Background: an optimization exercise with open tools, aiming at small area and a short achievable clock period. Do not read the settings as production practice.
Function was checked by simulation only, so behaviour that the tests miss may differ from the original.
No activity file was given, so power comes from the tool's default toggle rates.

## design.v

```verilog
`default_nettype none
package sample_pkg;
   typedef logic signed [12-1:0] sample_t;
   typedef logic [(12 + 1)-1:0] power_t;
   typedef logic [10-1:0] index_t;
   typedef logic [16-1:0] count_t;
   typedef logic [$clog2(1024):0] frame_len_t;
endpackage
`default_nettype wire
`default_nettype none
package apb_regs_pkg;
   typedef logic [31:0] apb_data_t;
   typedef logic [1:0] ctrl_t;
   typedef enum logic [8-1:0] {
      ADDR_CTRL        = 8'h00,
      ADDR_FRAME_LEN   = 8'h04,
      ADDR_STATUS      = 8'h08,
      ADDR_PEAK_POWER  = 8'h0C,
      ADDR_PEAK_INDEX  = 8'h10,
      ADDR_FRAME_COUNT = 8'h14
   } reg_addr_e;
   localparam int CTRL_ENABLE_BIT = 0;
   localparam int CTRL_IRQ_EN_BIT = 1;
   localparam int STATUS_DONE_BIT = 0;
   localparam int STATUS_BUSY_BIT = 1;
endpackage
`default_nettype wire
`timescale 1ns/1ns
`default_nettype none
module iq_pwr_tree (
   input  wire [10:0] i_xi,
   input  wire        i_si,
   input  wire [10:0] i_xq,
   input  wire        i_sq,
   output wire [12:0] o_r0,
   output wire [12:0] o_r1,
   output wire [12:0] o_r2
);
   wire hs1, hc2;
   assign hs1 = (i_si & i_xi[0]) ^ (i_xi[1] & ~i_xi[0]);
   assign hc2 = (i_si & i_xi[0]) & (i_xi[1] & ~i_xi[0]);
   wire hs3, hc4;
   assign hs3 = (i_sq & i_xq[0]) ^ (i_xq[1] & ~i_xq[0]);
   assign hc4 = (i_sq & i_xq[0]) & (i_xq[1] & ~i_xq[0]);
   wire fs5, fc6;
   assign fs5 = (i_xi[1] & i_xi[0]) ^ (i_si & i_xi[2]) ^ (i_xi[0] & i_xi[2]);
   assign fc6 = ((i_xi[1] & i_xi[0]) & (i_si & i_xi[2])) | ((i_xi[1] & i_xi[0]) & (i_xi[0] & i_xi[2])) | ((i_si & i_xi[2]) & (i_xi[0] & i_xi[2]));
   wire fs7, fc8;
   assign fs7 = (i_xq[1] & i_xq[0]) ^ (i_sq & i_xq[2]) ^ (i_xq[0] & i_xq[2]);
   assign fc8 = ((i_xq[1] & i_xq[0]) & (i_sq & i_xq[2])) | ((i_xq[1] & i_xq[0]) & (i_xq[0] & i_xq[2])) | ((i_sq & i_xq[2]) & (i_xq[0] & i_xq[2]));
   wire fs9, fc10;
   assign fs9 = (i_xi[2] & ~i_xi[1]) ^ (i_si & i_xi[3]) ^ (i_xi[0] & i_xi[3]);
   assign fc10 = ((i_xi[2] & ~i_xi[1]) & (i_si & i_xi[3])) | ((i_xi[2] & ~i_xi[1]) & (i_xi[0] & i_xi[3])) | ((i_si & i_xi[3]) & (i_xi[0] & i_xi[3]));
   wire fs11, fc12;
   assign fs11 = (i_xq[2] & ~i_xq[1]) ^ (i_sq & i_xq[3]) ^ (i_xq[0] & i_xq[3]);
   assign fc12 = ((i_xq[2] & ~i_xq[1]) & (i_sq & i_xq[3])) | ((i_xq[2] & ~i_xq[1]) & (i_xq[0] & i_xq[3])) | ((i_sq & i_xq[3]) & (i_xq[0] & i_xq[3]));
   wire fs13, fc14;
   assign fs13 = (i_xi[2] & i_xi[1]) ^ (i_si & i_xi[4]) ^ (i_xi[0] & i_xi[4]);
   assign fc14 = ((i_xi[2] & i_xi[1]) & (i_si & i_xi[4])) | ((i_xi[2] & i_xi[1]) & (i_xi[0] & i_xi[4])) | ((i_si & i_xi[4]) & (i_xi[0] & i_xi[4]));
   wire hs15, hc16;
   assign hs15 = (i_xi[1] & i_xi[3]) ^ fc10;
   assign hc16 = (i_xi[1] & i_xi[3]) & fc10;
   wire fs17, fc18;
   assign fs17 = (i_xq[2] & i_xq[1]) ^ (i_sq & i_xq[4]) ^ (i_xq[0] & i_xq[4]);
   assign fc18 = ((i_xq[2] & i_xq[1]) & (i_sq & i_xq[4])) | ((i_xq[2] & i_xq[1]) & (i_xq[0] & i_xq[4])) | ((i_sq & i_xq[4]) & (i_xq[0] & i_xq[4]));
   wire hs19, hc20;
   assign hs19 = (i_xq[1] & i_xq[3]) ^ fc12;
   assign hc20 = (i_xq[1] & i_xq[3]) & fc12;
   wire fs21, fc22;
   assign fs21 = (i_xi[3] & ~i_xi[2]) ^ (i_si & i_xi[5]) ^ (i_xi[0] & i_xi[5]);
   assign fc22 = ((i_xi[3] & ~i_xi[2]) & (i_si & i_xi[5])) | ((i_xi[3] & ~i_xi[2]) & (i_xi[0] & i_xi[5])) | ((i_si & i_xi[5]) & (i_xi[0] & i_xi[5]));
   wire fs23, fc24;
   assign fs23 = (i_xi[1] & i_xi[4]) ^ fc14 ^ fs21;
   assign fc24 = ((i_xi[1] & i_xi[4]) & fc14) | ((i_xi[1] & i_xi[4]) & fs21) | (fc14 & fs21);
   wire fs25, fc26;
   assign fs25 = (i_xq[3] & ~i_xq[2]) ^ (i_sq & i_xq[5]) ^ (i_xq[0] & i_xq[5]);
   assign fc26 = ((i_xq[3] & ~i_xq[2]) & (i_sq & i_xq[5])) | ((i_xq[3] & ~i_xq[2]) & (i_xq[0] & i_xq[5])) | ((i_sq & i_xq[5]) & (i_xq[0] & i_xq[5]));
   wire fs27, fc28;
   assign fs27 = (i_xq[1] & i_xq[4]) ^ fc18 ^ fs25;
   assign fc28 = ((i_xq[1] & i_xq[4]) & fc18) | ((i_xq[1] & i_xq[4]) & fs25) | (fc18 & fs25);
   wire fs29, fc30;
   assign fs29 = (i_xi[3] & i_xi[2]) ^ (i_si & i_xi[6]) ^ (i_xi[0] & i_xi[6]);
   assign fc30 = ((i_xi[3] & i_xi[2]) & (i_si & i_xi[6])) | ((i_xi[3] & i_xi[2]) & (i_xi[0] & i_xi[6])) | ((i_si & i_xi[6]) & (i_xi[0] & i_xi[6]));
   wire fs31, fc32;
   assign fs31 = (i_xi[1] & i_xi[5]) ^ (i_xi[2] & i_xi[4]) ^ fc22;
   assign fc32 = ((i_xi[1] & i_xi[5]) & (i_xi[2] & i_xi[4])) | ((i_xi[1] & i_xi[5]) & fc22) | ((i_xi[2] & i_xi[4]) & fc22);
   wire hs33, hc34;
   assign hs33 = fs29 ^ fc24;
   assign hc34 = fs29 & fc24;
   wire fs35, fc36;
   assign fs35 = (i_xq[3] & i_xq[2]) ^ (i_sq & i_xq[6]) ^ (i_xq[0] & i_xq[6]);
   assign fc36 = ((i_xq[3] & i_xq[2]) & (i_sq & i_xq[6])) | ((i_xq[3] & i_xq[2]) & (i_xq[0] & i_xq[6])) | ((i_sq & i_xq[6]) & (i_xq[0] & i_xq[6]));
   wire fs37, fc38;
   assign fs37 = (i_xq[1] & i_xq[5]) ^ (i_xq[2] & i_xq[4]) ^ fc26;
   assign fc38 = ((i_xq[1] & i_xq[5]) & (i_xq[2] & i_xq[4])) | ((i_xq[1] & i_xq[5]) & fc26) | ((i_xq[2] & i_xq[4]) & fc26);
   wire hs39, hc40;
   assign hs39 = fs35 ^ fc28;
   assign hc40 = fs35 & fc28;
   wire fs41, fc42;
   assign fs41 = (i_xi[4] & ~i_xi[3]) ^ (i_si & i_xi[7]) ^ (i_xi[0] & i_xi[7]);
   assign fc42 = ((i_xi[4] & ~i_xi[3]) & (i_si & i_xi[7])) | ((i_xi[4] & ~i_xi[3]) & (i_xi[0] & i_xi[7])) | ((i_si & i_xi[7]) & (i_xi[0] & i_xi[7]));
   wire fs43, fc44;
   assign fs43 = (i_xi[1] & i_xi[6]) ^ (i_xi[2] & i_xi[5]) ^ fc30;
   assign fc44 = ((i_xi[1] & i_xi[6]) & (i_xi[2] & i_xi[5])) | ((i_xi[1] & i_xi[6]) & fc30) | ((i_xi[2] & i_xi[5]) & fc30);
   wire fs45, fc46;
   assign fs45 = fs41 ^ fc32 ^ fs43;
   assign fc46 = (fs41 & fc32) | (fs41 & fs43) | (fc32 & fs43);
   wire fs47, fc48;
   assign fs47 = (i_xq[4] & ~i_xq[3]) ^ (i_sq & i_xq[7]) ^ (i_xq[0] & i_xq[7]);
   assign fc48 = ((i_xq[4] & ~i_xq[3]) & (i_sq & i_xq[7])) | ((i_xq[4] & ~i_xq[3]) & (i_xq[0] & i_xq[7])) | ((i_sq & i_xq[7]) & (i_xq[0] & i_xq[7]));
   wire fs49, fc50;
   assign fs49 = (i_xq[1] & i_xq[6]) ^ (i_xq[2] & i_xq[5]) ^ fc36;
   assign fc50 = ((i_xq[1] & i_xq[6]) & (i_xq[2] & i_xq[5])) | ((i_xq[1] & i_xq[6]) & fc36) | ((i_xq[2] & i_xq[5]) & fc36);
   wire fs51, fc52;
   assign fs51 = fs47 ^ fc38 ^ fs49;
   assign fc52 = (fs47 & fc38) | (fs47 & fs49) | (fc38 & fs49);
   wire fs53, fc54;
   assign fs53 = (i_xi[4] & i_xi[3]) ^ (i_si & i_xi[8]) ^ (i_xi[0] & i_xi[8]);
   assign fc54 = ((i_xi[4] & i_xi[3]) & (i_si & i_xi[8])) | ((i_xi[4] & i_xi[3]) & (i_xi[0] & i_xi[8])) | ((i_si & i_xi[8]) & (i_xi[0] & i_xi[8]));
   wire fs55, fc56;
   assign fs55 = (i_xi[1] & i_xi[7]) ^ (i_xi[2] & i_xi[6]) ^ (i_xi[3] & i_xi[5]);
   assign fc56 = ((i_xi[1] & i_xi[7]) & (i_xi[2] & i_xi[6])) | ((i_xi[1] & i_xi[7]) & (i_xi[3] & i_xi[5])) | ((i_xi[2] & i_xi[6]) & (i_xi[3] & i_xi[5]));
   wire fs57, fc58;
   assign fs57 = fc42 ^ fs53 ^ fs55;
   assign fc58 = (fc42 & fs53) | (fc42 & fs55) | (fs53 & fs55);
   wire hs59, hc60;
   assign hs59 = fc44 ^ fs57;
   assign hc60 = fc44 & fs57;
   wire fs61, fc62;
   assign fs61 = (i_xq[4] & i_xq[3]) ^ (i_sq & i_xq[8]) ^ (i_xq[0] & i_xq[8]);
   assign fc62 = ((i_xq[4] & i_xq[3]) & (i_sq & i_xq[8])) | ((i_xq[4] & i_xq[3]) & (i_xq[0] & i_xq[8])) | ((i_sq & i_xq[8]) & (i_xq[0] & i_xq[8]));
   wire fs63, fc64;
   assign fs63 = (i_xq[1] & i_xq[7]) ^ (i_xq[2] & i_xq[6]) ^ (i_xq[3] & i_xq[5]);
   assign fc64 = ((i_xq[1] & i_xq[7]) & (i_xq[2] & i_xq[6])) | ((i_xq[1] & i_xq[7]) & (i_xq[3] & i_xq[5])) | ((i_xq[2] & i_xq[6]) & (i_xq[3] & i_xq[5]));
   wire fs65, fc66;
   assign fs65 = fc48 ^ fs61 ^ fs63;
   assign fc66 = (fc48 & fs61) | (fc48 & fs63) | (fs61 & fs63);
   wire hs67, hc68;
   assign hs67 = fc50 ^ fs65;
   assign hc68 = fc50 & fs65;
   wire fs69, fc70;
   assign fs69 = (i_xi[5] & ~i_xi[4]) ^ (i_si & i_xi[9]) ^ (i_xi[0] & i_xi[9]);
   assign fc70 = ((i_xi[5] & ~i_xi[4]) & (i_si & i_xi[9])) | ((i_xi[5] & ~i_xi[4]) & (i_xi[0] & i_xi[9])) | ((i_si & i_xi[9]) & (i_xi[0] & i_xi[9]));
   wire fs71, fc72;
   assign fs71 = (i_xi[1] & i_xi[8]) ^ (i_xi[2] & i_xi[7]) ^ (i_xi[3] & i_xi[6]);
   assign fc72 = ((i_xi[1] & i_xi[8]) & (i_xi[2] & i_xi[7])) | ((i_xi[1] & i_xi[8]) & (i_xi[3] & i_xi[6])) | ((i_xi[2] & i_xi[7]) & (i_xi[3] & i_xi[6]));
   wire fs73, fc74;
   assign fs73 = fc54 ^ fc56 ^ fs69;
   assign fc74 = (fc54 & fc56) | (fc54 & fs69) | (fc56 & fs69);
   wire fs75, fc76;
   assign fs75 = fs71 ^ fc58 ^ fs73;
   assign fc76 = (fs71 & fc58) | (fs71 & fs73) | (fc58 & fs73);
   wire fs77, fc78;
   assign fs77 = (i_xq[5] & ~i_xq[4]) ^ (i_sq & i_xq[9]) ^ (i_xq[0] & i_xq[9]);
   assign fc78 = ((i_xq[5] & ~i_xq[4]) & (i_sq & i_xq[9])) | ((i_xq[5] & ~i_xq[4]) & (i_xq[0] & i_xq[9])) | ((i_sq & i_xq[9]) & (i_xq[0] & i_xq[9]));
   wire fs79, fc80;
   assign fs79 = (i_xq[1] & i_xq[8]) ^ (i_xq[2] & i_xq[7]) ^ (i_xq[3] & i_xq[6]);
   assign fc80 = ((i_xq[1] & i_xq[8]) & (i_xq[2] & i_xq[7])) | ((i_xq[1] & i_xq[8]) & (i_xq[3] & i_xq[6])) | ((i_xq[2] & i_xq[7]) & (i_xq[3] & i_xq[6]));
   wire fs81, fc82;
   assign fs81 = fc62 ^ fc64 ^ fs77;
   assign fc82 = (fc62 & fc64) | (fc62 & fs77) | (fc64 & fs77);
   wire fs83, fc84;
   assign fs83 = fs79 ^ fc66 ^ fs81;
   assign fc84 = (fs79 & fc66) | (fs79 & fs81) | (fc66 & fs81);
   wire [11:0] low_A;
   assign low_A = {1'b0, hc60, fc46, hc34, fs31, hc16, fs13, fc6, hc2, (i_si & i_xi[1]), 1'b0, (i_xi[0] ^ i_si)} + {1'b0, fs75, hs59, fs45, hs33, fs23, hs15, fs9, fs5, hs1, 1'b0, 1'b0};
   wire [11:0] low_B;
   assign low_B = {1'b0, hc68, fc52, hc40, fs37, hc20, fs17, fc8, hc4, (i_sq & i_xq[1]), 1'b0, (i_xq[0] ^ i_sq)} + {1'b0, fs83, hs67, fs51, hs39, fs27, hs19, fs11, fs7, hs3, 1'b0, 1'b0};
   wire fs85, fc86;
   assign fs85 = (i_xi[5] & i_xi[4]) ^ (i_si & i_xi[10]) ^ (i_xi[0] & i_xi[10]);
   assign fc86 = ((i_xi[5] & i_xi[4]) & (i_si & i_xi[10])) | ((i_xi[5] & i_xi[4]) & (i_xi[0] & i_xi[10])) | ((i_si & i_xi[10]) & (i_xi[0] & i_xi[10]));
   wire fs87, fc88;
   assign fs87 = (i_xi[1] & i_xi[9]) ^ (i_xi[2] & i_xi[8]) ^ (i_xi[3] & i_xi[7]);
   assign fc88 = ((i_xi[1] & i_xi[9]) & (i_xi[2] & i_xi[8])) | ((i_xi[1] & i_xi[9]) & (i_xi[3] & i_xi[7])) | ((i_xi[2] & i_xi[8]) & (i_xi[3] & i_xi[7]));
   wire fs89, fc90;
   assign fs89 = (i_xi[4] & i_xi[6]) ^ (i_xq[5] & i_xq[4]) ^ (i_sq & i_xq[10]);
   assign fc90 = ((i_xi[4] & i_xi[6]) & (i_xq[5] & i_xq[4])) | ((i_xi[4] & i_xi[6]) & (i_sq & i_xq[10])) | ((i_xq[5] & i_xq[4]) & (i_sq & i_xq[10]));
   wire fs91, fc92;
   assign fs91 = (i_xq[0] & i_xq[10]) ^ (i_xq[1] & i_xq[9]) ^ (i_xq[2] & i_xq[8]);
   assign fc92 = ((i_xq[0] & i_xq[10]) & (i_xq[1] & i_xq[9])) | ((i_xq[0] & i_xq[10]) & (i_xq[2] & i_xq[8])) | ((i_xq[1] & i_xq[9]) & (i_xq[2] & i_xq[8]));
   wire fs93, fc94;
   assign fs93 = (i_xq[3] & i_xq[7]) ^ (i_xq[4] & i_xq[6]) ^ fc70;
   assign fc94 = ((i_xq[3] & i_xq[7]) & (i_xq[4] & i_xq[6])) | ((i_xq[3] & i_xq[7]) & fc70) | ((i_xq[4] & i_xq[6]) & fc70);
   wire fs95, fc96;
   assign fs95 = fc72 ^ fc78 ^ fc80;
   assign fc96 = (fc72 & fc78) | (fc72 & fc80) | (fc78 & fc80);
   wire fs97, fc98;
   assign fs97 = fs85 ^ fs87 ^ fs89;
   assign fc98 = (fs85 & fs87) | (fs85 & fs89) | (fs87 & fs89);
   wire fs99, fc100;
   assign fs99 = fs91 ^ fc74 ^ fc82;
   assign fc100 = (fs91 & fc74) | (fs91 & fc82) | (fc74 & fc82);
   wire fs101, fc102;
   assign fs101 = fs93 ^ fs95 ^ fs97;
   assign fc102 = (fs93 & fs95) | (fs93 & fs97) | (fs95 & fs97);
   wire fs103, fc104;
   assign fs103 = fs99 ^ fc76 ^ fc84;
   assign fc104 = (fs99 & fc76) | (fs99 & fc84) | (fc76 & fc84);
   wire hs105, hc106;
   assign hs105 = fs101 ^ fs103;
   assign hc106 = fs101 & fs103;
   wire fs107, fc108;
   assign fs107 = (i_xi[6] & ~i_xi[5]) ^ (i_xi[1] & i_xi[10]) ^ (i_xi[2] & i_xi[9]);
   assign fc108 = ((i_xi[6] & ~i_xi[5]) & (i_xi[1] & i_xi[10])) | ((i_xi[6] & ~i_xi[5]) & (i_xi[2] & i_xi[9])) | ((i_xi[1] & i_xi[10]) & (i_xi[2] & i_xi[9]));
   wire fs109, fc110;
   assign fs109 = (i_xi[3] & i_xi[8]) ^ (i_xi[4] & i_xi[7]) ^ (i_xq[6] & ~i_xq[5]);
   assign fc110 = ((i_xi[3] & i_xi[8]) & (i_xi[4] & i_xi[7])) | ((i_xi[3] & i_xi[8]) & (i_xq[6] & ~i_xq[5])) | ((i_xi[4] & i_xi[7]) & (i_xq[6] & ~i_xq[5]));
   wire fs111, fc112;
   assign fs111 = (i_xq[1] & i_xq[10]) ^ (i_xq[2] & i_xq[9]) ^ (i_xq[3] & i_xq[8]);
   assign fc112 = ((i_xq[1] & i_xq[10]) & (i_xq[2] & i_xq[9])) | ((i_xq[1] & i_xq[10]) & (i_xq[3] & i_xq[8])) | ((i_xq[2] & i_xq[9]) & (i_xq[3] & i_xq[8]));
   wire fs113, fc114;
   assign fs113 = (i_xq[4] & i_xq[7]) ^ fc86 ^ fc88;
   assign fc114 = ((i_xq[4] & i_xq[7]) & fc86) | ((i_xq[4] & i_xq[7]) & fc88) | (fc86 & fc88);
   wire fs115, fc116;
   assign fs115 = fc90 ^ fc92 ^ fs107;
   assign fc116 = (fc90 & fc92) | (fc90 & fs107) | (fc92 & fs107);
   wire fs117, fc118;
   assign fs117 = fs109 ^ fs111 ^ fc94;
   assign fc118 = (fs109 & fs111) | (fs109 & fc94) | (fs111 & fc94);
   wire fs119, fc120;
   assign fs119 = fc96 ^ fc98 ^ fs113;
   assign fc120 = (fc96 & fc98) | (fc96 & fs113) | (fc98 & fs113);
   wire fs121, fc122;
   assign fs121 = fs115 ^ fc100 ^ fs117;
   assign fc122 = (fs115 & fc100) | (fs115 & fs117) | (fc100 & fs117);
   wire fs123, fc124;
   assign fs123 = fs119 ^ fc102 ^ fc104;
   assign fc124 = (fs119 & fc102) | (fs119 & fc104) | (fc102 & fc104);
   wire fs125, fc126;
   assign fs125 = (i_xi[6] & i_xi[5]) ^ (i_xi[2] & i_xi[10]) ^ (i_xi[3] & i_xi[9]);
   assign fc126 = ((i_xi[6] & i_xi[5]) & (i_xi[2] & i_xi[10])) | ((i_xi[6] & i_xi[5]) & (i_xi[3] & i_xi[9])) | ((i_xi[2] & i_xi[10]) & (i_xi[3] & i_xi[9]));
   wire fs127, fc128;
   assign fs127 = (i_xi[4] & i_xi[8]) ^ (i_xi[5] & i_xi[7]) ^ (i_xq[6] & i_xq[5]);
   assign fc128 = ((i_xi[4] & i_xi[8]) & (i_xi[5] & i_xi[7])) | ((i_xi[4] & i_xi[8]) & (i_xq[6] & i_xq[5])) | ((i_xi[5] & i_xi[7]) & (i_xq[6] & i_xq[5]));
   wire fs129, fc130;
   assign fs129 = (i_xq[2] & i_xq[10]) ^ (i_xq[3] & i_xq[9]) ^ (i_xq[4] & i_xq[8]);
   assign fc130 = ((i_xq[2] & i_xq[10]) & (i_xq[3] & i_xq[9])) | ((i_xq[2] & i_xq[10]) & (i_xq[4] & i_xq[8])) | ((i_xq[3] & i_xq[9]) & (i_xq[4] & i_xq[8]));
   wire fs131, fc132;
   assign fs131 = (i_xq[5] & i_xq[7]) ^ fc108 ^ fc110;
   assign fc132 = ((i_xq[5] & i_xq[7]) & fc108) | ((i_xq[5] & i_xq[7]) & fc110) | (fc108 & fc110);
   wire fs133, fc134;
   assign fs133 = fc112 ^ fs125 ^ fs127;
   assign fc134 = (fc112 & fs125) | (fc112 & fs127) | (fs125 & fs127);
   wire fs135, fc136;
   assign fs135 = fs129 ^ fc114 ^ fc116;
   assign fc136 = (fs129 & fc114) | (fs129 & fc116) | (fc114 & fc116);
   wire fs137, fc138;
   assign fs137 = fs131 ^ fs133 ^ fc118;
   assign fc138 = (fs131 & fs133) | (fs131 & fc118) | (fs133 & fc118);
   wire fs139, fc140;
   assign fs139 = fc120 ^ fs135 ^ fs137;
   assign fc140 = (fc120 & fs135) | (fc120 & fs137) | (fs135 & fs137);
   wire fs141, fc142;
   assign fs141 = (i_xi[7] & ~i_xi[6]) ^ (i_xi[3] & i_xi[10]) ^ (i_xi[4] & i_xi[9]);
   assign fc142 = ((i_xi[7] & ~i_xi[6]) & (i_xi[3] & i_xi[10])) | ((i_xi[7] & ~i_xi[6]) & (i_xi[4] & i_xi[9])) | ((i_xi[3] & i_xi[10]) & (i_xi[4] & i_xi[9]));
   wire fs143, fc144;
   assign fs143 = (i_xi[5] & i_xi[8]) ^ (i_xq[7] & ~i_xq[6]) ^ (i_xq[3] & i_xq[10]);
   assign fc144 = ((i_xi[5] & i_xi[8]) & (i_xq[7] & ~i_xq[6])) | ((i_xi[5] & i_xi[8]) & (i_xq[3] & i_xq[10])) | ((i_xq[7] & ~i_xq[6]) & (i_xq[3] & i_xq[10]));
   wire fs145, fc146;
   assign fs145 = (i_xq[4] & i_xq[9]) ^ (i_xq[5] & i_xq[8]) ^ fc126;
   assign fc146 = ((i_xq[4] & i_xq[9]) & (i_xq[5] & i_xq[8])) | ((i_xq[4] & i_xq[9]) & fc126) | ((i_xq[5] & i_xq[8]) & fc126);
   wire fs147, fc148;
   assign fs147 = fc128 ^ fc130 ^ fs141;
   assign fc148 = (fc128 & fc130) | (fc128 & fs141) | (fc130 & fs141);
   wire fs149, fc150;
   assign fs149 = fs143 ^ fc132 ^ fc134;
   assign fc150 = (fs143 & fc132) | (fs143 & fc134) | (fc132 & fc134);
   wire fs151, fc152;
   assign fs151 = fs145 ^ fs147 ^ fc136;
   assign fc152 = (fs145 & fs147) | (fs145 & fc136) | (fs147 & fc136);
   wire hs153, hc154;
   assign hs153 = fs149 ^ fc138;
   assign hc154 = fs149 & fc138;
   wire fs155, fc156;
   assign fs155 = (i_xi[7] & i_xi[6]) ^ (i_xi[4] & i_xi[10]) ^ (i_xi[5] & i_xi[9]);
   assign fc156 = ((i_xi[7] & i_xi[6]) & (i_xi[4] & i_xi[10])) | ((i_xi[7] & i_xi[6]) & (i_xi[5] & i_xi[9])) | ((i_xi[4] & i_xi[10]) & (i_xi[5] & i_xi[9]));
   wire fs157, fc158;
   assign fs157 = (i_xi[6] & i_xi[8]) ^ (i_xq[7] & i_xq[6]) ^ (i_xq[4] & i_xq[10]);
   assign fc158 = ((i_xi[6] & i_xi[8]) & (i_xq[7] & i_xq[6])) | ((i_xi[6] & i_xi[8]) & (i_xq[4] & i_xq[10])) | ((i_xq[7] & i_xq[6]) & (i_xq[4] & i_xq[10]));
   wire fs159, fc160;
   assign fs159 = (i_xq[5] & i_xq[9]) ^ (i_xq[6] & i_xq[8]) ^ fc142;
   assign fc160 = ((i_xq[5] & i_xq[9]) & (i_xq[6] & i_xq[8])) | ((i_xq[5] & i_xq[9]) & fc142) | ((i_xq[6] & i_xq[8]) & fc142);
   wire fs161, fc162;
   assign fs161 = fc144 ^ fs155 ^ fs157;
   assign fc162 = (fc144 & fs155) | (fc144 & fs157) | (fs155 & fs157);
   wire fs163, fc164;
   assign fs163 = fc146 ^ fc148 ^ fs159;
   assign fc164 = (fc146 & fc148) | (fc146 & fs159) | (fc148 & fs159);
   wire fs165, fc166;
   assign fs165 = fs161 ^ fc150 ^ fs163;
   assign fc166 = (fs161 & fc150) | (fs161 & fs163) | (fc150 & fs163);
   wire fs167, fc168;
   assign fs167 = (i_xi[8] & ~i_xi[7]) ^ (i_xi[5] & i_xi[10]) ^ (i_xi[6] & i_xi[9]);
   assign fc168 = ((i_xi[8] & ~i_xi[7]) & (i_xi[5] & i_xi[10])) | ((i_xi[8] & ~i_xi[7]) & (i_xi[6] & i_xi[9])) | ((i_xi[5] & i_xi[10]) & (i_xi[6] & i_xi[9]));
   wire fs169, fc170;
   assign fs169 = (i_xq[8] & ~i_xq[7]) ^ (i_xq[5] & i_xq[10]) ^ (i_xq[6] & i_xq[9]);
   assign fc170 = ((i_xq[8] & ~i_xq[7]) & (i_xq[5] & i_xq[10])) | ((i_xq[8] & ~i_xq[7]) & (i_xq[6] & i_xq[9])) | ((i_xq[5] & i_xq[10]) & (i_xq[6] & i_xq[9]));
   wire fs171, fc172;
   assign fs171 = fc156 ^ fc158 ^ fs167;
   assign fc172 = (fc156 & fc158) | (fc156 & fs167) | (fc158 & fs167);
   wire fs173, fc174;
   assign fs173 = fs169 ^ fc160 ^ fc162;
   assign fc174 = (fs169 & fc160) | (fs169 & fc162) | (fc160 & fc162);
   wire hs175, hc176;
   assign hs175 = fs171 ^ fc164;
   assign hc176 = fs171 & fc164;
   wire fs177, fc178;
   assign fs177 = (i_xi[8] & i_xi[7]) ^ (i_xi[6] & i_xi[10]) ^ (i_xi[7] & i_xi[9]);
   assign fc178 = ((i_xi[8] & i_xi[7]) & (i_xi[6] & i_xi[10])) | ((i_xi[8] & i_xi[7]) & (i_xi[7] & i_xi[9])) | ((i_xi[6] & i_xi[10]) & (i_xi[7] & i_xi[9]));
   wire fs179, fc180;
   assign fs179 = (i_xq[8] & i_xq[7]) ^ (i_xq[6] & i_xq[10]) ^ (i_xq[7] & i_xq[9]);
   assign fc180 = ((i_xq[8] & i_xq[7]) & (i_xq[6] & i_xq[10])) | ((i_xq[8] & i_xq[7]) & (i_xq[7] & i_xq[9])) | ((i_xq[6] & i_xq[10]) & (i_xq[7] & i_xq[9]));
   wire fs181, fc182;
   assign fs181 = fc168 ^ fc170 ^ fs177;
   assign fc182 = (fc168 & fc170) | (fc168 & fs177) | (fc170 & fs177);
   wire fs183, fc184;
   assign fs183 = fs179 ^ fc172 ^ fs181;
   assign fc184 = (fs179 & fc172) | (fs179 & fs181) | (fc172 & fs181);
   wire fs185, fc186;
   assign fs185 = (i_xi[9] & ~i_xi[8]) ^ (i_xi[7] & i_xi[10]) ^ (i_xq[9] & ~i_xq[8]);
   assign fc186 = ((i_xi[9] & ~i_xi[8]) & (i_xi[7] & i_xi[10])) | ((i_xi[9] & ~i_xi[8]) & (i_xq[9] & ~i_xq[8])) | ((i_xi[7] & i_xi[10]) & (i_xq[9] & ~i_xq[8]));
   wire fs187, fc188;
   assign fs187 = (i_xq[7] & i_xq[10]) ^ fc178 ^ fc180;
   assign fc188 = ((i_xq[7] & i_xq[10]) & fc178) | ((i_xq[7] & i_xq[10]) & fc180) | (fc178 & fc180);
   wire hs189, hc190;
   assign hs189 = fs185 ^ fc182;
   assign hc190 = fs185 & fc182;
   wire fs191, fc192;
   assign fs191 = (i_xi[9] & i_xi[8]) ^ (i_xi[8] & i_xi[10]) ^ (i_xq[9] & i_xq[8]);
   assign fc192 = ((i_xi[9] & i_xi[8]) & (i_xi[8] & i_xi[10])) | ((i_xi[9] & i_xi[8]) & (i_xq[9] & i_xq[8])) | ((i_xi[8] & i_xi[10]) & (i_xq[9] & i_xq[8]));
   wire fs193, fc194;
   assign fs193 = (i_xq[8] & i_xq[10]) ^ fc186 ^ fs191;
   assign fc194 = ((i_xq[8] & i_xq[10]) & fc186) | ((i_xq[8] & i_xq[10]) & fs191) | (fc186 & fs191);
   wire hs195, hc196;
   assign hs195 = (i_xi[10] & ~i_xi[9]) ^ (i_xq[10] & ~i_xq[9]);
   assign hc196 = (i_xi[10] & ~i_xi[9]) & (i_xq[10] & ~i_xq[9]);
   assign o_r0 = {1'b0, 1'b0, (i_xi[10] & i_xi[9]), fc192, fc188, fc184, fc174, fc166, fc152, fc140, fc122, hc106, low_A[11]};
   assign o_r1 = {1'b0, 1'b0, (i_xq[10] & i_xq[9]), fc194, hc190, fs187, hc176, fs173, hc154, fs151, fc124, fs121, low_B[11]};
   assign o_r2 = {1'b0, 1'b0, hc196, hs195, fs193, hs189, fs183, hs175, fs165, hs153, fs139, fs123, hs105};
endmodule
module iq_power (
   input  wire                 clk,
   input  wire                 i_rst_n,
   input  wire                 i_valid,
   output logic                o_ready,
   input  wire sample_pkg::sample_t i_i,
   input  wire sample_pkg::sample_t i_q,
   output logic                o_pwr_valid,
   input  wire                 i_pwr_ready,
   output logic [10:0]         o_xi,
   output logic                o_si,
   output logic [10:0]         o_xq,
   output logic                o_sq
);
   logic take;
   assign o_ready = i_pwr_ready | ~o_pwr_valid;
   assign take    = i_valid & o_ready;
   always_ff @(posedge clk) begin
      if (!i_rst_n) begin
         o_pwr_valid <= 1'b0;
      end else if (take) begin
         o_pwr_valid <= 1'b1;
      end else if (i_pwr_ready) begin
         o_pwr_valid <= 1'b0;
      end
   end
   always_ff @(posedge clk) begin
      if (take) begin
         o_xi <= i_i[10:0] ^ {11{i_i[11]}};
         o_si <= i_i[11];
         o_xq <= i_q[10:0] ^ {11{i_q[11]}};
         o_sq <= i_q[11];
      end
   end
endmodule
`default_nettype wire
`timescale 1ns/1ns
`default_nettype none
module frame_arg_max (
   input  wire                     clk,
   input  wire                     i_rst_n,
   input  wire                     i_enable,
   input  wire sample_pkg::frame_len_t i_frame_len,
   input  wire                     i_pwr_valid,
   output logic                    o_pwr_ready,
   input  wire [10:0]              i_xi,
   input  wire                     i_si,
   input  wire [10:0]              i_xq,
   input  wire                     i_sq,
   output logic                    o_res_valid,
   output sample_pkg::power_t      o_peak_power,
   output sample_pkg::index_t      o_peak_index,
   input  wire                     i_res_busy,
   output logic                    o_busy
);
   logic                   hold_q;
   logic                   hold_d;
   logic                   infr_q;      
   logic                   infr_d;
   logic                   res_d;
   sample_pkg::index_t     cnt_q;
   sample_pkg::index_t     cnt_inc;
   sample_pkg::index_t     len_q;
   sample_pkg::index_t     cur_len;
   logic                   first;
   logic                   take;
   logic                   last;
   logic                   lag_v_q;
   logic                   lag_first_q;
   sample_pkg::index_t     lag_idx_q;
   logic [12:0]            r0, r1, r2;
   logic [12:0]            lag_r0_q, lag_r1_q, lag_r2_q;
   sample_pkg::power_t     lag_pwr;
   logic [12:0]            s1, c1, nm;
   logic [13:0]            s2, c2, gt_sum;
   logic                   gt;
   sample_pkg::power_t     max_q;
   sample_pkg::index_t     idx_q;
   sample_pkg::power_t     max_d;
   sample_pkg::index_t     idx_d;
   logic                   upd;
   assign o_pwr_ready = i_enable & ~hold_q;
   assign take        = i_pwr_valid & o_pwr_ready;
   assign first   = ~infr_q;
   assign cnt_inc = cnt_q + 1'b1;
   assign cur_len = first ? i_frame_len[10-1:0] : len_q;
   assign last    = (cnt_inc == cur_len);
   always_comb begin
      hold_d = hold_q;
      infr_d = infr_q;
      res_d  = 1'b0;
      if (hold_q) begin
         if (!i_res_busy) begin
            hold_d = 1'b0;
            res_d  = 1'b1;
         end
      end else if (take) begin
         infr_d = ~last;
         if (last) begin
            if (i_res_busy || o_res_valid) begin
               hold_d = 1'b1;
            end else begin
               res_d  = 1'b1;
            end
         end
      end
   end
   always_ff @(posedge clk) begin
      if (!i_rst_n) begin
         hold_q      <= 1'b0;
         infr_q      <= 1'b0;
         o_busy      <= 1'b0;
         cnt_q       <= '0;
         o_res_valid <= 1'b0;
         lag_v_q     <= 1'b0;
      end else begin
         hold_q      <= hold_d;
         infr_q      <= infr_d;
         o_busy      <= hold_d | infr_d;
         o_res_valid <= res_d;
         lag_v_q     <= take;
         if (take) begin
            cnt_q <= last ? '0 : cnt_inc;
         end
      end
   end
   always_ff @(posedge clk) begin
      if (take && first) begin
         len_q <= i_frame_len[10-1:0];
      end
   end
   iq_pwr_tree tree0 (
      .i_xi (i_xi),
      .i_si (i_si),
      .i_xq (i_xq),
      .i_sq (i_sq),
      .o_r0 (r0),
      .o_r1 (r1),
      .o_r2 (r2)
   );
   always_ff @(posedge clk) begin
      lag_r0_q    <= r0;
      lag_r1_q    <= r1;
      lag_r2_q    <= r2;
      lag_idx_q   <= cnt_q;
      lag_first_q <= first;
   end
   assign s1 = lag_r0_q ^ lag_r1_q ^ lag_r2_q;
   assign c1 = {(lag_r0_q[11:0] & lag_r1_q[11:0]) | (lag_r0_q[11:0] & lag_r2_q[11:0]) |
                (lag_r1_q[11:0] & lag_r2_q[11:0]), 1'b0};
   assign lag_pwr = s1 + c1;
   assign nm = ~max_q;
   assign s2 = {1'b0, s1 ^ c1 ^ nm};
   assign c2 = {(s1 & c1) | (s1 & nm) | (c1 & nm), 1'b0};
   assign gt_sum = s2 + c2;
   assign gt     = gt_sum[13];
   assign upd   = lag_v_q & (lag_first_q | gt);
   assign max_d = upd ? lag_pwr : max_q;
   assign idx_d = upd ? lag_idx_q : idx_q;
   always_ff @(posedge clk) begin
      max_q <= max_d;
      idx_q <= idx_d;
   end
   assign o_peak_power = max_d;
   assign o_peak_index = idx_d;
endmodule
`default_nettype wire
`timescale 1ns/1ns
`default_nettype none
module peak_apb_regs (
   input  wire                      clk,
   input  wire                      i_rst_n,
   input  wire                      i_psel,
   input  wire                      i_penable,
   input  wire                      i_pwrite,
   input  wire logic [8-1:0]  i_paddr,
   input  wire apb_regs_pkg::apb_data_t i_pwdata,
   output apb_regs_pkg::apb_data_t  o_prdata,
   output logic                     o_pready,
   output logic                     o_pslverr,
   output logic                     o_enable,
   output sample_pkg::frame_len_t   o_frame_len,
   input  wire                      i_res_valid,
   input  wire sample_pkg::power_t  i_peak_power,
   input  wire sample_pkg::index_t  i_peak_index,
   input  wire                      i_busy,
   output logic                     o_res_busy,
   output logic                     o_irq
);
   apb_regs_pkg::ctrl_t      ctrl_q;
   sample_pkg::frame_len_t frame_len_q;
   logic       done_q;
   logic       irq_q;
   sample_pkg::power_t     peak_power_q;
   sample_pkg::index_t     peak_index_q;
   sample_pkg::count_t     frame_count_q;
   logic       access;
   logic [5:0] sel_d;
   logic [5:0] sel_q;
   logic       unmapped_q;
   logic       wr;
   apb_regs_pkg::apb_data_t  rdata;
   localparam int FL_W = $clog2(1024) + 1;
   function automatic sample_pkg::frame_len_t clamp_len(input apb_regs_pkg::apb_data_t wdata);
      if (wdata == '0 || wdata > 1024) begin
         clamp_len = 1024;
      end else begin
         clamp_len = wdata[FL_W-1:0];
      end
   endfunction
   assign sel_d[0] = (i_paddr == 8'h00);
   assign sel_d[1] = (i_paddr == 8'h04);
   assign sel_d[2] = (i_paddr == 8'h08);
   assign sel_d[3] = (i_paddr == 8'h0C);
   assign sel_d[4] = (i_paddr == 8'h10);
   assign sel_d[5] = (i_paddr == 8'h14);
   always_ff @(posedge clk) begin
      sel_q      <= sel_d;
      unmapped_q <= ~|sel_d;
   end
   assign access = i_psel & i_penable;
   assign wr     = access & i_pwrite;
   always_comb begin
      rdata = '0;
      rdata[1:0]   = rdata[1:0]   | ({2{sel_q[0]}} & ctrl_q);
      rdata[10:0]  = rdata[10:0]  | ({11{sel_q[1]}} & frame_len_q);
      rdata[1:0]   = rdata[1:0]   | ({2{sel_q[2]}} & {i_busy, done_q});
      rdata[12:0]  = rdata[12:0]  | ({13{sel_q[3]}} & peak_power_q);
      rdata[9:0]   = rdata[9:0]   | ({10{sel_q[4]}} & peak_index_q);
      rdata[15:0]  = rdata[15:0]  | ({16{sel_q[5]}} & frame_count_q);
   end
   assign o_prdata  = rdata;
   assign o_pready  = 1'b1;
   assign o_pslverr = unmapped_q;
   always_ff @(posedge clk) begin
      if (!i_rst_n) begin
         ctrl_q        <= '0;
         frame_len_q   <= 1024;
         done_q        <= 1'b0;
         irq_q         <= 1'b0;
         frame_count_q <= '0;
      end else begin
         irq_q <= done_q & ctrl_q[apb_regs_pkg::CTRL_IRQ_EN_BIT];
         if (wr && sel_q[0]) begin
            ctrl_q <= i_pwdata[1:0];
         end
         if (wr && sel_q[1]) begin
            frame_len_q <= clamp_len(i_pwdata);
         end
         if (i_res_valid) begin
            done_q        <= 1'b1;
            frame_count_q <= frame_count_q + 1'b1;
         end else if (wr && sel_q[2] && i_pwdata[apb_regs_pkg::STATUS_DONE_BIT]) begin
            done_q <= 1'b0;
         end
      end
   end
   always_ff @(posedge clk) begin
      if (i_res_valid) begin
         peak_power_q <= i_peak_power;
         peak_index_q <= i_peak_index;
      end
   end
   assign o_enable    = ctrl_q[apb_regs_pkg::CTRL_ENABLE_BIT];
   assign o_frame_len = frame_len_q;
   assign o_res_busy  = done_q;
   assign o_irq       = irq_q;
endmodule
`default_nettype wire
`timescale 1ns/1ns
`default_nettype none
module peak_search_top (
   input  wire                      clk,
   input  wire                      i_rst_n,
   input  wire                      i_s_valid,
   output wire                      o_s_ready,
   input  wire sample_pkg::sample_t i_s_i,
   input  wire sample_pkg::sample_t i_s_q,
   input  wire                      i_psel,
   input  wire                      i_penable,
   input  wire                      i_pwrite,
   input  wire logic [8-1:0]  i_paddr,
   input  wire apb_regs_pkg::apb_data_t i_pwdata,
   output wire apb_regs_pkg::apb_data_t o_prdata,
   output wire                      o_pready,
   output wire                      o_pslverr,
   output wire                      o_irq
);
   logic       enable;
   sample_pkg::frame_len_t frame_len;
   logic       res_valid;
   sample_pkg::power_t     peak_power;
   sample_pkg::index_t     peak_index;
   logic       res_busy;
   logic       busy;
   logic       pwr_valid;
   logic       pwr_ready;
   logic [10:0] pwr_xi;
   logic        pwr_si;
   logic [10:0] pwr_xq;
   logic        pwr_sq;
   iq_power power0 (
      .clk     (clk),
      .i_rst_n (i_rst_n),
      .i_valid (i_s_valid),
      .o_ready (o_s_ready),
      .i_i     (i_s_i),
      .i_q     (i_s_q),
      .o_pwr_valid (pwr_valid),
      .i_pwr_ready (pwr_ready),
      .o_xi    (pwr_xi),
      .o_si    (pwr_si),
      .o_xq    (pwr_xq),
      .o_sq    (pwr_sq)
   );
   frame_arg_max search0 (
      .clk           (clk),
      .i_rst_n       (i_rst_n),
      .i_enable      (enable),
      .i_frame_len   (frame_len),
      .i_pwr_valid   (pwr_valid),
      .o_pwr_ready   (pwr_ready),
      .i_xi          (pwr_xi),
      .i_si          (pwr_si),
      .i_xq          (pwr_xq),
      .i_sq          (pwr_sq),
      .o_res_valid   (res_valid),
      .o_peak_power  (peak_power),
      .o_peak_index  (peak_index),
      .i_res_busy    (res_busy),
      .o_busy        (busy)
   );
   peak_apb_regs regs0 (
      .clk           (clk),
      .i_rst_n       (i_rst_n),
      .i_psel        (i_psel),
      .i_penable     (i_penable),
      .i_pwrite      (i_pwrite),
      .i_paddr       (i_paddr),
      .i_pwdata      (i_pwdata),
      .o_prdata      (o_prdata),
      .o_pready      (o_pready),
      .o_pslverr     (o_pslverr),
      .o_enable      (enable),
      .o_frame_len   (frame_len),
      .i_res_valid   (res_valid),
      .i_peak_power  (peak_power),
      .i_peak_index  (peak_index),
      .i_busy        (busy),
      .o_res_busy    (res_busy),
      .o_irq         (o_irq)
   );
endmodule
`default_nettype wire
```

## run.sh

```bash
#!/bin/bash
# synth_recipe.tcl (not shown) runs the flow's synth.tcl, then flattens the netlist and writes it again
# the make line also repeats each setting of config.mk as NAME=value (left out here)
make -C /OpenROAD-flow-scripts/flow DESIGN_CONFIG=/design/flow/config.mk WORK_HOME=/design/flow/orfs CLKGATE_MAP_FILE= SYNTH_SCRIPT=/design/flow/synth_recipe.tcl finish
```

## config.mk

```make
export PLATFORM = sky130hd
export DESIGN_NAME = peak_search_top
export DESIGN_NICKNAME = peak_search_top
export VERILOG_FILES = /design/flow/design.v
export SDC_FILE = /design/flow/constraint.sdc
export NUM_CORES = 4
export LEC_CHECK = 0
export CAP_MARGIN = 20
export CORE_MARGIN = 2
export CORE_UTILIZATION = 40
export SLEW_MARGIN = 20
```

## constraint.sdc

```tcl
create_clock -name core_clock -period 7.5 [get_ports {clk}]
set_input_delay 1.5000 -clock core_clock [delete_from_list [all_inputs] [get_ports {clk}]]
set_output_delay 1.5000 -clock core_clock [all_outputs]
set_load 0.01 [all_outputs]
```

==> run notes, run 1 <==
reg2reg end=regs0.peak_power_q[0]$_DFFE_PP_; Initial Util=between 40% and 50%; crit path to=o_prdata[1]; crit path launch=regs0.sel_q[5]$_DFF_P_; gr usage total=16.7%; Internal Power=approximately 2.1 mW; cell total after placement=about 1400; multiplexer area fraction after synthesis=3.33%; Lkg Pwr=~5.2 nW; Die Span Y=between 150 and 200 um; DP Area=approximately 12000 um2; Hold Path Class=reg2reg; post_cts resized=0; status=no timing/DRC/antenna violations; synth top area cells=dfxtp_1 (22%), fa_1 (20%), edfxtp_1 (16%), ha_1 (5.9%), and2_1 (5.0%); Mean Syn Cell Area=10.9 um2; I/O Pins=about 110; utilization after layout=between 40% and 50%; clock skew=10.3 ps; Req. time, crit path=6000 ps; Netlist cell types=slightly below 60; GPL Wtd Cong=roughly 0.8; core box area=between 20000 and 30000 um2; n_diodes=0; Worst-path clk slew=about 70 ps; sequential fraction of the synthesis area=a little under two fifths; Final setup viols=0; VDD IR max=approximately 0.00013 V; CTS Sinks=178; Worst-Skew Late Latency=between 400 and 500 ps; cell taking the most area after synthesis=dfxtp_1; Gate Count Post-Synth=993; synthesized area=about 11000 um2; Synth top area share=between 20 and 25%; Ys Warns=3; post-CTS setup buffers=0; #FFs+latches synth=178; Initial DRC Count=around 420; leading register cell type out of synthesis=dfxtp_1; Slew HR=around 40%; slowest CP cell=dfxtp_1; final WL=~22000 um; Root Driver=clkbuf_16; Net Sw Frac=roughly 34%; Max FO, Critical Path=16; most common cell after layout, fill and taps aside=dfxtp_1; Num CTS Buffers=17; vias per cell=4.95; Gate power share=approximately 37%; asr flop ratio synth=0%; TNS Setup=0 ps; Non-Filler Instances=about 1400; total power per unit cell area=~260 nW/um2; reg2reg path depth=11; Critical Path AT=roughly 2100 ps; row count=60; setup slack after layout=between 3000 and 4000 ps; CTS max path bufs=2; CP Depth=3; most frequent cells in the layout=dfxtp_1 (121), fa_1 (107), clkdlybuf4s50_1 (88), and2_1 (86), nand2_1 (85); Worst Path Buf+Inv=1; Synth Area in Compound Gates=a little under 7%; Critical Path Max Stage Delay=around 800 ps; Final Hold Slack=between 400 and 500 ps; Period Utilization, post-route=between 40% and 50%; Finished Cell Area=roughly 12000 um2; Max Slew Vio Count=0; RSZ-0062 raised after global routing=no; reg-to-reg startpoint=search0.lag_r2_q[2]$_DFF_P_; antenna-violating nets left=0; WS Path Type=reg2out; final hold vios=0; Congestion Overflow GR=0; Post-synth EDFFs=57; first-pass GRT wire length=~38000 um; CP top delay family=flip-flops; full die area=28400 um2; CTS hold repair buffers=0; largest net degree at the start of global routing=34; clock power share=about 27%; vias in the first global route=7378; Synth Area in XOR/XNOR=4.94%; CP Cell Sequence=a22oi_1, nand3_1, clkdlybuf4s50_1; part of the power in registers=between 30% and 40%; post-layout min period=approximately 3600 ps; Post-layout nets=roughly 1300; DRT Pass-1 Iters=5; Via Count=roughly 7000; DP Worst Slack=between 3000 and 4000 ps; # port buffers=88; main combinational cell family by area after synthesis=adder cells; Fmax=roughly 270 MHz; measured slew at the worst slew-check pin=roughly 900 ps; Switch Pwr=~1.1 mW; simple-gate area share of the yosys netlist=about 15%; Chip Width=about 170 um; initial antenna violation count=0; total power=around 3.2 mW; Max H-tree Level=4; flop2flop setup slack=around 4000 ps; CTS tree=done; max-cap violation count=0; WL per Instance=around 16 um; DP Wirelength=approximately 17000 um; CP Capture Type=primary output; CP Launch Type=flop; share of layout cells above drive strength 1=5.79%; Layout area overhead=15.1%; adder-cell share of the synthesized area=roughly a quarter; DRC violations left=0
-- sequential cells by signal (all words and copies together) (netlist names), 2 cells and up --
name and cells:
power0.o_xi 11, power0.o_xq 11, regs0.ctrl_q 2, regs0.frame_count_q 16
regs0.frame_len_q 11, regs0.peak_index_q 10, regs0.peak_power_q 13, regs0.sel_q 6
search0.cnt_q 10, search0.idx_q 10, search0.lag_idx_q 10, search0.lag_r0_q 11
search0.lag_r1_q 11, search0.lag_r2_q 11, search0.len_q 10, search0.max_q 13
-- cell type report --
type,count,area (um2)
fillers,2483,14300
multi-input cells,694,6120
flip-flops and latches,178,4130
repair buffers,92,911
clock buffers,19,433
well taps,341,427
inverters,75,282
clock inverters,13,145
-- metal layers --
metal | vias to the layer above | global-route usage, % | part of all wire, %
met5 | - | 0 | 0
met4 | 0 | 3.37 | 0.79
met3 | 20 | 3.22 | 4.0
met2 | 142 | 29.3 | 50
met1 | 3450 | 21.7 | 45
li1 | 3378 | - | -
-- kinds of logic (layout without fill, tap and decap cells) --
group                    Yosys count  in the layout
flip-flops                       178            178
buffers and inverters            138            199
adder cells (fa/ha/maj)          158            158
multiplexers                      34             34
XOR/XNOR                          61             61
AO/OA/AOI/OAI                    107            107
other                              2             19
AND/OR/NAND/NOR                  315            315
-- worst register-to-register path, delay by kind of cell (launching register included) --
family / cells / cell delay (ps)
AOI/OAI and AO/OA: 5 / 730
adders and majority gates: 3 / 1380
buffers and inverters: 1 / 250
DFF: 1 / 320
muxes: 1 / 340
and+or+nand+nor: 1 / 170
-- worst min-delay path by stage --
stage                                        from                           end  slack (ps)  cells past startpoint
finish              search0.cnt_q[9]$_SDFFE_PN0P_  search0.lag_idx_q[9]$_DFF_P_         420                      0
global route        search0.cnt_q[9]$_SDFFE_PN0P_  search0.lag_idx_q[9]$_DFF_P_         430                      0
CTS                 search0.cnt_q[9]$_SDFFE_PN0P_  search0.lag_idx_q[9]$_DFF_P_         420                      0
detailed placement  search0.cnt_q[9]$_SDFFE_PN0P_  search0.lag_idx_q[9]$_DFF_P_         400                      0
global placement    search0.cnt_q[9]$_SDFFE_PN0P_  search0.lag_idx_q[9]$_DFF_P_         410                      0
floorplan           search0.cnt_q[2]$_SDFFE_PN0P_  search0.lag_idx_q[2]$_DFF_P_         330                      0
-- cell usage after synthesis (all sizes together) (2+ instances only) --
cell     instances
a2111oi          2
a211oi           3
a21o             8
a21oi           20
a22o             3
a22oi           31
a31o             7
and2            86
and3            10
buf             29
clkbuf          34
conb             2
dfxtp          121
edfxtp          57
fa             107
ha              51
inv             74
mux2            16
mux2i           18
nand2           85
nand2b          10
nand3           18
nand4            5
nor2            49
nor2b           18
nor3             9
nor3b            2
nor4             8
o21a             4
o21ai           16
o21bai           2
o31ai            2
or2              2
or3              7
or4              2
xnor2           15
xor2            46
-- power by group through the flow --
stage,clock (mW),combinational (mW),sequential [mW]
6_report,0.875,1.19,1.15
5_1_grt,0.944,1.39,1.16
4_1_cts,0.895,1.21,1.15
3_5_place_dp,0,1.20,1.17
3_3_place_gp,0,1.18,1.17
2_1_floorplan,0,0.923,1.13
==> run 2, diff against run 1 <==
--- a/config.mk
+++ b/config.mk
@@ -8,4 +8,5 @@
 export CAP_MARGIN = 20
 export CORE_MARGIN = 2
 export CORE_UTILIZATION = 40
+export SETUP_SLACK_MARGIN = 4.8
 export SLEW_MARGIN = 20
==> run 2 against run 1 <==
  * Global-route usage grew 1.5 points
  * Power increased by 7.3%
  * Clock-buffer cell count fell by 2
  * Die area stayed put
  * Final area grew 11%
  * Combinational power rose by about 20%
  * Via count rose by 6.5%
  * Final cell count grew 7.3%
  * Area after synthesis did not move
  * Critical path depth increased by 8
  * Worst hold slack lost 19 ps
  * Clock power is 1% higher
  * Critical path type is now reg2reg
  * Critical endpoint is now regs0.peak_power_q[4]$_DFFE_PP_
==> run notes, run 2 <==
Fmax=309 MHz (+13%); area of the multi-input gates=6630 um2 (+8.3%); Lkg Pwr=5.94 nW (+14%); max reg flops=16 (unchanged); Die Span Y=168 um (unchanged); Chip Width=168 um (unchanged); measured slew at the worst slew-check pin=858 ps (-48.0 ps); top-count cell post-synth=dfxtp_1; share of layout cells above drive strength 1=25.4% (+20 points); Slew HR=42.6% (+3.2 points); WL per Instance=16.2 um (+3.7%); CP Launch Type=flop; synth top area cells=dfxtp_1 (22%), fa_1 (20%), edfxtp_1 (16%), ha_1 (5.9%), and2_1 (5.0%); gr usage total=18.2% (+1.5 points); Worst-path clk slew=70 ps (about the same); setup slack after layout=4270 ps (+405 ps); largest net degree at the start of global routing=36 (+5.9%); clock skew=11.2 ps (+0.837 ps); synthesized area=10800 um2 (unchanged); Post-layout nets=1389 (+8.0%); antenna-violating nets left=0 (unchanged); cell taking the most area after synthesis=dfxtp_1; DP Wirelength=17200 um (+0.87%); Num CTS Buffers=17 (unchanged); CTS tree=done; most frequent cells in the layout=dfxtp_1 (113), nand2_1 (83), fa_1 (81), and2_1 (70), buf_4 (69); reg2reg end=regs0.peak_power_q[4]$_DFFE_PP_; final hold vios=0 (unchanged); Initial DRC Count=340 (-18%); Req. time, crit path=7680 ps (+1680 ps); DRC violations left=0 (unchanged); asr flop ratio synth=0% (unchanged); Biggest register=regs0.frame_count_q; #FFs+latches synth=178 (unchanged); status=no timing/DRC/antenna violations; Post-synth EDFFs=57 (unchanged); CP Capture Type=flop; Congestion Overflow GR=0 (unchanged); total power per unit cell area=248 nW/um2 (-3.6%); Final setup viols=0 (unchanged); reg2reg path depth=11 (unchanged); synth cell count leaders=dfxtp_1 (121), fa_1 (107), and2_1 (86); post-layout min period=3230 ps (-405 ps); DRT Pass-1 Iters=4 (-1); Root Driver=clkbuf_16; Synth top area share=22.4% (unchanged); DP Worst Slack=3110 ps (-780 ps); Layout area overhead=28.2%; filler instances=2339 (-5.8%); row count=60 (unchanged); Worst Hold End=search0.lag_idx_q[9]$_DFF_P_; Hold Path Class=reg2reg; flop2flop setup slack=4270 ps (+190 ps); largest registers=regs0.frame_count_q x16, regs0.peak_power_q x13, search0.max_q x13; Mean Syn Cell Area=10.9 um2 (unchanged); total power=3.44 mW (+7.3%); vias in the first global route=7723 (+4.7%); Ys Warns=3 (unchanged); I/O Pins=106 (unchanged); Max Slew Vio Count=0 (unchanged); Worst-Skew Late Latency=440 ps (about the same); CTS Sinks=178 (unchanged); full die area=28400 um2 (unchanged); GPL Wtd Cong=0.835 (+3.3%); vias per cell=4.91 (-0.77%); Critical Path AT=3410 ps (+1270 ps); reg-to-reg startpoint=search0.lag_r2_q[2]$_DFF_P_; WS Path Type=reg2reg; Netlist cell types=59 (unchanged); Worst Hold Launch=search0.cnt_q[9]$_SDFFE_PN0P_; most common cell after layout, fill and taps aside=dfxtp_1; Via Count=7442 (+6.5%); max-cap violation count=0 (unchanged); RSZ-0062 raised after global routing=yes; sequential fraction of the synthesis area=38.2% (unchanged); Initial Util=40.5% (unchanged); final WL=24600 um (+11%); first-pass GRT wire length=40300 um (+6.7%); Gate Count Post-Synth=993 (unchanged); FF+latch area=4150 um2 (+0.48%); Hold Path Depth=0 (unchanged); # port buffers=88 (unchanged); Period Utilization, post-route=43.1% (-5.4 points); Max FO, Critical Path=21 (+5); Max H-tree Level=4 (unchanged); n_diodes=0 (unchanged); initial antenna violation count=0 (unchanged); CTS max path bufs=2 (unchanged); core box area=26700 um2 (unchanged); VDD IR max=0.000191 V (+46%); leading register cell type out of synthesis=dfxtp_1; TNS Setup=0 ps (unchanged)
run 2: cell counts after synthesis:
No cell type changed its count.
run 2: cells by family after synthesis:
family | after synthesis | share of synthesized area (%)
other | 2 | 0.0695
adders and majority gates | 158 | 25.7
and+or+nand+nor | 315 | 15.1
muxes | 34 | 3.33
DFF | 178 | 38.2
buffers and inverters | 138 | 5.81
xor gates and xnor gates | 61 | 4.94
AOI/OAI and AO/OA | 107 | 6.85
run 2: timing repair:
item                       4_1_cts  5_1_grt
setup endpoints to repair      140       94
buffers inserted                94       10
pin swaps                       49       46
hold buffers                     0        0
gates resized for setup        182       57
gates cloned                     0        1
run 2: power breakdown:
group	leakage [nW]	switching (mW)	total, mW	internal (mW)
Clock	0.286	0.437	0.887	0.450
Sequential	1.60	0.0507	1.12	1.07
Combinational	4.05	0.736	1.43	0.695
run 2: how the worst max path moves through the flow:
| stage | from | end | slack, ps | cells past startpoint |
|---|---|---|---|---|
| floorplan | search0.lag_r0_q[2]$_DFF_P_ | regs0.peak_index_q[2]$_DFFE_PP_ | 4370 | 11 |
| global placement | i_rst_n | search0.cnt_q[4]$_SDFFE_PN0P_ | 3140 | 5 |
| detailed placement | i_rst_n | search0.cnt_q[3]$_SDFFE_PN0P_ | 3110 | 5 |
| CTS | search0.lag_r2_q[2]$_DFF_P_ | regs0.peak_power_q[4]$_DFFE_PP_ | 4170 | 11 |
| global route | search0.lag_r2_q[2]$_DFF_P_ | regs0.peak_index_q[0]$_DFFE_PP_ | 4160 | 11 |
| finish | search0.lag_r2_q[2]$_DFF_P_ | regs0.peak_power_q[4]$_DFFE_PP_ | 4270 | 11 |
run 2: cell type report:
type                       count  area share (%)
clock buffer                  17            3.07
clock inverter                15            1.13
inverter                      75            2.09
multi-input combinational    695            47.8
sequential                   178            30.0
tap                          341            3.08
timing repair buffer         194            12.8
run 2: stage by stage:
step | cells | utilization, % | area, um2 | hold slack [ps]
finish | 1515 | 51.9 | 13900 | 399
global route | 1515 | 51.9 | 13900 | 404
CTS | 1504 | 50.7 | 13600 | 401
detailed placement | 1378 | 44.8 | 12000 | 390
global placement | 1378 | 44.8 | 12000 | 398
floorplan | 1010 | - | 11100 | 326
run 2: worst max-delay path, stage by stage (launching register included):
cell	delay (ps)
dfxtp_1	320
fa_1	580
fa_1	420
ha_1	270
and4b_1	170
o21a_1	180
o21ai_2	120
a21oi_2	70
a211oi_2	220
o21ai_2	120
buf_12	190
mux2_4	320
run 2: per-layer routing:
metal | routed length, um | share of wire (%) | GRT usage [%] | vias to the layer above
met3 | 855 | 3.5 | 3.13 | 50
met1 | 10600 | 43 | 22.4 | 3628
met4 | 865 | 3.5 | 7.83 | 0
met5 | 0 | 0 | 0 | -
li1 | - | - | - | 3604
met2 | 12300 | 50 | 31.5 | 160
==> run 3, diff against run 2 <==
--- a/config.mk
+++ b/config.mk
@@ -8,5 +8,5 @@
 export CAP_MARGIN = 20
 export CORE_MARGIN = 2
 export CORE_UTILIZATION = 40
-export SETUP_SLACK_MARGIN = 4.8
+export SETUP_SLACK_MARGIN = 4.0
 export SLEW_MARGIN = 20
==> run 3 against run 2 <==
  * Global-route usage down 1.5 points
  * Area after synthesis unchanged
  * Non-clock buffer count down 102
  * Critical path type is now reg2out
  * Critical endpoint is now o_prdata[10]
==> run notes, run 3 <==
status=no timing/DRC/antenna violations; Via Count=7001 (-5.9%); total power per unit cell area=258 nW/um2 (+3.8%); total power=3.21 mW (-6.7%); Netlist cell types=59 (unchanged); largest registers=regs0.frame_count_q x16, regs0.peak_power_q x13, search0.max_q x13; Post-layout nets=1286 (-7.4%); Max Used Layer=met4; most common cell after layout, fill and taps aside=dfxtp_1; largest net degree at the start of global routing=34 (-5.6%); synth top area cells=dfxtp_1 (22%), fa_1 (20%), edfxtp_1 (16%), ha_1 (5.9%), and2_1 (5.0%); Worst-path clk slew=70 ps (about the same); Lkg Pwr=5.20 nW (-13%); Initial Util=40.5% (unchanged); CP Depth=3 (-8); share of layout cells above drive strength 1=6.26% (-19 points); Req. time, crit path=6000 ps (-1680 ps); TNS Setup=0 ps (unchanged); RSZ-0062 raised after global routing=no; Gate Count Post-Synth=993 (unchanged); Post-synth EDFFs=57 (unchanged); Worst Path Buf+Inv=2 (+1); Root Driver=clkbuf_16; I/O Pins=106 (unchanged); Final setup viols=0 (unchanged); Max FO, Critical Path=16 (-24%); Slew HR=39.1% (-3.5 points); Mean Syn Cell Area=10.9 um2 (unchanged); most frequent cells in the layout=dfxtp_1 (117), fa_1 (106), clkdlybuf4s50_1 (88), and2_1 (86), nand2_1 (85); Die Span Y=168 um (unchanged); Critical Path Max Stage Delay=480 ps (-100 ps); Max H-tree Level=4 (unchanged); area of the multi-input gates=6120 um2 (-7.6%); # port buffers=88 (unchanged); max-cap violation count=0 (unchanged); asr flop ratio synth=0% (unchanged); row count=60 (unchanged); full die area=28400 um2 (unchanged); filler instances=2480 (+6.0%); synthesized area=10800 um2 (unchanged); synth cell count leaders=dfxtp_1 (121), fa_1 (107), and2_1 (86); Hold Path Class=reg2reg; first-pass GRT wire length=37800 um (-6.3%); CTS Sinks=178 (unchanged); Num CTS Buffers=17 (unchanged); leading register cell type out of synthesis=dfxtp_1; Chip Width=168 um (unchanged); FF+latch area=4140 um2 (-0.36%); crit path launch=regs0.sel_q[5]$_DFF_P_; GPL Wtd Cong=0.809 (-3.1%); Initial DRC Count=409 (+20%); Synth top area share=22.4% (unchanged); setup slack after layout=4150 ps (-115 ps); utilization after layout=46.6% (-5.2 points); VDD IR max=0.000131 V (-32%); CTS tree=done; vias in the first global route=7378 (-4.5%); slowest CP cell=clkdlybuf4s50_1; Layout area overhead=15.2%; n_diodes=0 (unchanged); #FFs+latches synth=178 (unchanged); routed length on met1=9920 um (-6.6%); final hold vios=0 (unchanged); Worst Hold Launch=search0.cnt_q[9]$_SDFFE_PN0P_; Max Slew Vio Count=0 (unchanged); Biggest register=regs0.frame_count_q; max reg flops=16 (unchanged); reg2reg path depth=11 (unchanged); vias per cell=4.96 (+0.94%); core box area=26700 um2 (unchanged); DRT Pass-1 Iters=5 (+1); Final Hold Slack=418 ps (+18.5 ps); CTS max path bufs=2 (unchanged); top-count cell post-synth=dfxtp_1; CP Cell Sequence=a222oi_1, inv_1, clkdlybuf4s50_1; reg-to-reg startpoint=search0.lag_r2_q[2]$_DFF_P_; met2 routed WL=11100 um (-9.3%); DP Worst Slack=3890 ps (+780 ps); cell taking the most area after synthesis=dfxtp_1; initial antenna violation count=0 (unchanged); sequential fraction of the synthesis area=38.2% (unchanged); antenna-violating nets left=0 (unchanged); gr usage total=16.7% (-1.5 points); final WL=22100 um (-10%); DP Wirelength=17000 um (-0.86%); clock skew=9.90 ps (-1.26 ps); WL per Instance=15.7 um (-3.5%); WS Path Type=reg2out; Worst-Skew Late Latency=430 ps (about the same); measured slew at the worst slew-check pin=910 ps (+52.4 ps); CP Launch Type=flop; DRC violations left=0 (unchanged); Fmax=299 MHz (-3.4%); Congestion Overflow GR=0 (unchanged); routed wl met3=921 um (+7.7%); CP Capture Type=primary output; Period Utilization, post-route=44.7% (+1.5 points); Hold Path Depth=0 (unchanged); Critical Path AT=1850 ps (-1560 ps); post-layout min period=3350 ps (+115 ps); CP top delay family=buffers and inverters; Ys Warns=3 (unchanged)
run 3: cell counts after synthesis:
No cell type changed its count.
run 3: final cells by class:
| cell class | count | area share (%) |
|---|---|---|
| Clock buffer | 19 | 3.47 |
| Clock inverter | 13 | 1.16 |
| Inverter | 75 | 2.26 |
| Multi-Input combinational cell | 694 | 49.1 |
| Sequential cell | 178 | 33.2 |
| Tap cell | 341 | 3.42 |
| Timing Repair Buffer | 92 | 7.34 |
run 3: cells by family after synthesis:
kind of cell / Yosys count / share of synthesized area [%]
muxes: 34 / 3.33
and+or+nand+nor: 315 / 15.1
AOI/OAI and AO/OA: 107 / 6.85
buffers and inverters: 138 / 5.81
xor gates and xnor gates: 61 / 4.94
adders and majority gates: 158 / 25.7
DFF: 178 / 38.2
other: 2 / 0.0695
run 3: metrics by stage:
step	instance area (um2)	cells
2_1_floorplan	10900	1010
4_1_cts	12500	1412
5_1_grt	12500	1412
3_3_place_gp	11900	1380
6_report	12500	1412
3_5_place_dp	11900	1380
run 3: power by group:
group | total [mW] | internal, mW | switching (mW)
logic | 1.19 | 0.568 | 0.622
registers | 1.15 | 1.08 | 0.0711
clock network | 0.877 | 0.470 | 0.407
run 3: layer usage:
| layer | track usage, % | vias to the layer above |
|---|---|---|
| met1 | 21.7 | 3464 |
| met2 | 29.3 | 142 |
| met4 | 3.37 | 0 |
| li1 | - | 3378 |
| met5 | 0 | - |
| met3 | 3.22 | 17 |
run 3: path summary, 6_finish.rpt:
| kind | to | slack [ps] |
|---|---|---|
| hold reg to reg | search0.lag_idx_q[9]$_DFF_P_ | 420 |
| setup reg to reg | regs0.peak_power_q[0]$_DFFE_PP_ | 4160 |
| setup / recovery | o_prdata[10] | 4150 |
| hold / removal | search0.lag_idx_q[9]$_DFF_P_ | 420 |
run 3: timing repair:
action	4_1_cts	5_1_grt
endpoints found under the setup margin	16	18
hold buffers	0	0
buffers inserted	0	0
gates resized for setup	3	3

## re-timing with driven ports
The flow's constraints put no driver on any port. The routed layouts listed below were extracted and timed again, unchanged, in two steps. Step 1, drivers: a clkbuf_16 drives clk and a buf_2 each remaining input, both assumed. Step 2 moves the port delays by t, midway between the first and last clock arrival at a register: inputs arrive t later, outputs are due t later. That takes back most of the time a late clock gives input paths. Three values: ideal ports, drivers, drivers and shift; two values: the first two.
run | t, ns | setup slack, ns | worst slew at a driven data input, ns
run 1 | 0.470 | 3.861 / 3.818 / 3.894 | 0.05
run 2 | 0.478 | 4.266 / 4.266 / 4.266 | 0.05
run 3 | 0.469 | 4.151 / 4.108 / 3.902 | 0.05
After both steps setup and hold are still met in every run listed. The setup slack of run 3, which loses most, moves by -0.043 ns with the drivers and by -0.249 ns with both steps.
